Context: an optimization exercise on an open-source flow, tuned for small area, a short achievable clock period and few clock cycles per item. The choices shown serve that exercise and are no tape-out recipe. Function was checked by simulation only, so behaviour that the tests miss may differ from the original. Power is estimated from default activity; no workload was simulated.

## roce_pkt_gen_top
module roce_pkt_gen_top (
  input  logic                    core_clk,
  input  logic                    core_aresetn,
  input  logic                    start_i,
  input  logic [47:0]             src_mac_i,
  input  logic [31:0]             src_ip_i,
  input  logic                    cfg_we_i,
  input  logic [2-1:0]    cfg_qp_i,
  input  logic [47:0]             cfg_mac_i,
  input  logic [31:0]             cfg_ip_i,
  input  logic [23:0]             cfg_psn_i,
  input  logic [512-1:0]      wqe_tdata_i,
  input  logic                    wqe_tvalid_i,
  input  logic                    tx_tready_i,
  output logic [512-1:0]      tx_tdata_o,
  output logic [64-1:0]  tx_tkeep_o,
  output logic                    tx_tvalid_o,
  output logic                    tx_tlast_o,
  output logic                    post_rd_wqe_o,
  output logic                    post_wr_wqe_o,
  output logic                    send_done_o,
  output logic                    read_done_o,
  output logic                    write_done_o
);
clock: 10.0 ns
lec_check: 0
cap_margin: 20
core_area: 10 10 450 450
die_area: 0 0 460 460
slew_margin: 20
standard.sh (not shown) runs the stock make flow with config.mk's settings and CLKGATE_MAP_FILE= SYNTH_SCRIPT=/design/flow/synth_recipe.tcl, a recipe that flattens the netlist after the stock synthesis.
==> flow/flow/run.sh <==
#!/bin/bash
# Standard ORFS layout, with a larger setup margin for repair_timing and
# the smallest buffer on the ports.
set -euo pipefail
export SETUP_SLACK_MARGIN=6.5
export BUFFER_PORTS_ARGS="-buffer_cell sky130_fd_sc_hd__buf_1"
bash standard.sh > flow_standard.log 2>&1
Testbench counts at the start, summed over its fixed seeds: cycles 2,987, frames 768.
Next try:
==> flow/flow/run.sh (replaced) <==
#!/bin/bash
set -euo pipefail
export SETUP_SLACK_MARGIN=6.5
export BUFFER_PORTS_ARGS="-buffer_cell sky130_fd_sc_hd__buf_1"
export CTS_ARGS="-sink_clustering_enable -repair_clock_nets -dont_use_dummy_load -sink_clustering_size 20 -buf_list {sky130_fd_sc_hd__clkbuf_4 sky130_fd_sc_hd__clkbuf_8 sky130_fd_sc_hd__clkbuf_16}"
bash standard.sh > flow_standard.log 2>&1
Die area is unchanged.
Final area came out lower by 2.3%.
Total power came out lower by about 5%.
Flip-flop and latch count does not change.
Core utilization came out lower by 0.52 points.
Global-route usage barely changes.
Cell count came out lower by about 1.5%.
Critical path depth came out higher by 9.
Next try:
==> flow/flow/run.sh (replaced) <==
#!/bin/bash
set -euo pipefail
export SETUP_SLACK_MARGIN=6.5
export BUFFER_PORTS_ARGS="-buffer_cell sky130_fd_sc_hd__buf_1"
export CTS_ARGS="-sink_clustering_enable -repair_clock_nets -dont_use_dummy_load"
bash standard.sh > flow_standard.log 2>&1
=> The new run completed without violations. Via count stays the same. Wire length stays the same. Setup slack does not change. Final area is unchanged. Sequential share of layout area stays the same. Global-route usage does not change. Utilization is unchanged. Final cell count is unchanged. Hold slack stays the same. Count of clock-buffer cells in the layout does not change. Die area stays the same.
Next try:
==> flow/flow/run.sh (replaced) <==
#!/bin/bash
# Standard ORFS layout, with a larger setup margin for repair_timing and
# the smallest buffer on the ports.
set -euo pipefail
export SETUP_SLACK_MARGIN=6.2
export BUFFER_PORTS_ARGS="-buffer_cell sky130_fd_sc_hd__buf_1"
bash standard.sh > flow_standard.log 2>&1
Outcome: The changed run completed with no timing, DRC or antenna violations; area after synthesis is unchanged; sequential cell count is unchanged; clock skew shrinks by 0.017 ns; combinational power went down by roughly a tenth; global-route usage hardly moves; utilization decreases by 0.42 points; routed wire length fell slightly.

Another version of the RTL of roce_pkt_gen_top (not shown whole).
For scale: ~840 flip-flops, roughly 33000 µm² of cells after synthesis.
// roce_pkt_gen_top
module roce_pkt_gen_top (
  input  logic                    core_clk,
  input  logic                    core_aresetn,
  input  logic                    start_i,
  input  logic [47:0]             src_mac_i,
  input  logic [31:0]             src_ip_i,
  input  logic                    cfg_we_i,
  input  logic [2-1:0]    cfg_qp_i,
  input  logic [47:0]             cfg_mac_i,
  input  logic [31:0]             cfg_ip_i,
  input  logic [23:0]             cfg_psn_i,
  input  logic [512-1:0]      wqe_tdata_i,
  input  logic                    wqe_tvalid_i,
  input  logic                    tx_tready_i,
  output logic [512-1:0]      tx_tdata_o,
  output logic [64-1:0]  tx_tkeep_o,
  output logic                    tx_tvalid_o,
  output logic                    tx_tlast_o,
  output logic                    post_rd_wqe_o,
  output logic                    post_wr_wqe_o,
  output logic                    send_done_o,
  output logic                    read_done_o,
  output logic                    write_done_o
);
Settings: LEC_CHECK=0, CAP_MARGIN=20, CORE_AREA=10 10 450 450, DIE_AREA=0 0 460 460, PLACE_DENSITY=0.88, SLEW_MARGIN=20; clock period 10.0 ns.
==> flow/flow/run.sh <==
#!/bin/bash
set -euo pipefail
export SETUP_SLACK_MARGIN=6.5
export BUFFER_PORTS_ARGS="-buffer_cell sky130_fd_sc_hd__buf_1"
export CTS_ARGS="-sink_clustering_enable -repair_clock_nets -dont_use_dummy_load -sink_clustering_size 12 -buf_list {sky130_fd_sc_hd__clkbuf_8} -root_buf sky130_fd_sc_hd__clkbuf_16"
bash standard.sh > flow_standard.log 2>&1
Testbench counts at the start, summed over its fixed seeds: cycles 2,987, frames 768.
Rerun with:
==> flow/flow/run.sh (replaced) <==
#!/bin/bash
set -euo pipefail
export SETUP_SLACK_MARGIN=6.7
export BUFFER_PORTS_ARGS="-buffer_cell sky130_fd_sc_hd__buf_1"
export CTS_ARGS="-sink_clustering_enable -repair_clock_nets -dont_use_dummy_load -sink_clustering_size 24 -sink_clustering_max_diameter 120 -buf_list {sky130_fd_sc_hd__clkbuf_16} -root_buf sky130_fd_sc_hd__clkbuf_16"
bash standard.sh > flow_standard.log 2>&1
Settings changed: PLACE_DENSITY 0.88 to 0.75.
Outcome:
- The changed run completed without violations
- final cell count came out lower slightly
- clock skew came out higher by 17 ps
- via count came out lower by a few percent
- setup slack loses 9.3 ps
- register-to-register slack gains 150 ps
- core utilization came out higher by 0.82 points
- non-clock buffer count came out higher by 65
- worst hold slack loses 3.3 ps
- critical path depth came out higher by 1
Rerun with:
==> flow/flow/run.sh (replaced) <==
#!/bin/bash
set -euo pipefail
export SETUP_SLACK_MARGIN=6.3
export BUFFER_PORTS_ARGS="-buffer_cell sky130_fd_sc_hd__buf_1"
export CTS_ARGS="-sink_clustering_enable -repair_clock_nets -dont_use_dummy_load -sink_clustering_size 12 -buf_list {sky130_fd_sc_hd__clkbuf_8} -root_buf sky130_fd_sc_hd__clkbuf_16"
bash standard.sh > flow_standard.log 2>&1
Effect: Flip-flop and latch count is unchanged. Worst setup slack loses 95 ps. Power drops by 9.2%. Clock skew drops by 20 ps.
Rerun with:
==> flow/flow/run.sh (replaced) <==
#!/bin/bash
set -euo pipefail
export SETUP_SLACK_MARGIN=6.5
export BUFFER_PORTS_ARGS="-buffer_cell sky130_fd_sc_hd__buf_1"
export CTS_ARGS="-sink_clustering_enable -repair_clock_nets -dont_use_dummy_load -sink_buffer_max_cap_derate 1.0 -buf_list {sky130_fd_sc_hd__clkbuf_8} -root_buf sky130_fd_sc_hd__clkbuf_16"
bash standard.sh > flow_standard.log 2>&1
Core utilization grows by 0.51 points.
Wire length rose by 4.8%.
Cell area climbs by 2.5%.
Total power rose by about 4%.
Die area is unchanged.
First-iteration DRC count came out higher by about 14%.
Setup slack gains 150 ps.
Synthesized area is unchanged.

afterwards: timing with drivers on the ports:
Ports are ideal in the flow. The routed layouts listed here were re-timed in OpenROAD.
Step 1 (the two cells are an assumption about what drives the block):
set clk [get_ports {core_clk}]
set_driving_cell -lib_cell sky130_fd_sc_hd__clkbuf_16 $clk
set_driving_cell -lib_cell sky130_fd_sc_hd__buf_2 [delete_from_list [all_inputs] $clk]
Step 2, shift: input delay + t, output delay - t, t = (earliest + latest rising clock arrival at the registers) / 2. This alone moves slack from input paths to output paths.
Slacks: no drivers / after step 1 / after step 2; pairs: no drivers / after step 1.
| run | t, ns | setup WS [ns] | hold slack, ns | worst setup path after step 2 |
|---|---|---|---|---|
| the first run of note 1 | 0.813 | 6.386 / 6.313 / 5.680 | 0.351 / 0.351 / 0.351 | input to register |
| the second run of note 1 | 0.782 | 6.366 / 6.350 / 5.672 | 0.350 / 0.350 / 0.350 | input to register |
| the third run of note 1 | 0.782 | 6.366 / 6.350 / 5.672 | 0.350 / 0.350 / 0.350 | input to register |
| the fourth run of note 1 | 0.794 | 6.302 / 6.291 / 5.536 | 0.353 / 0.353 / 0.353 | input to register |
| the first run of note 2 | 0.762 | 6.485 / 6.417 / 5.682 | 0.362 / 0.362 / 0.362 | input to register |
| the second run of note 2 | 0.705 | 6.476 / 6.418 / 5.853 | 0.359 / 0.359 / 0.359 | input to register |
| the third run of note 2 | 0.782 | 6.381 / 6.344 / 5.576 | 0.344 / 0.344 / 0.344 | input to register |
| the fourth run of note 2 | 0.760 | 6.531 / 6.484 / 5.724 | 0.351 / 0.351 / 0.351 | input to register |
After both steps every run listed still meets setup and hold. For the fourth run of note 2, which loses most, drivers alone change the setup slack by -0.047 ns; drivers and shift together by -0.807 ns.
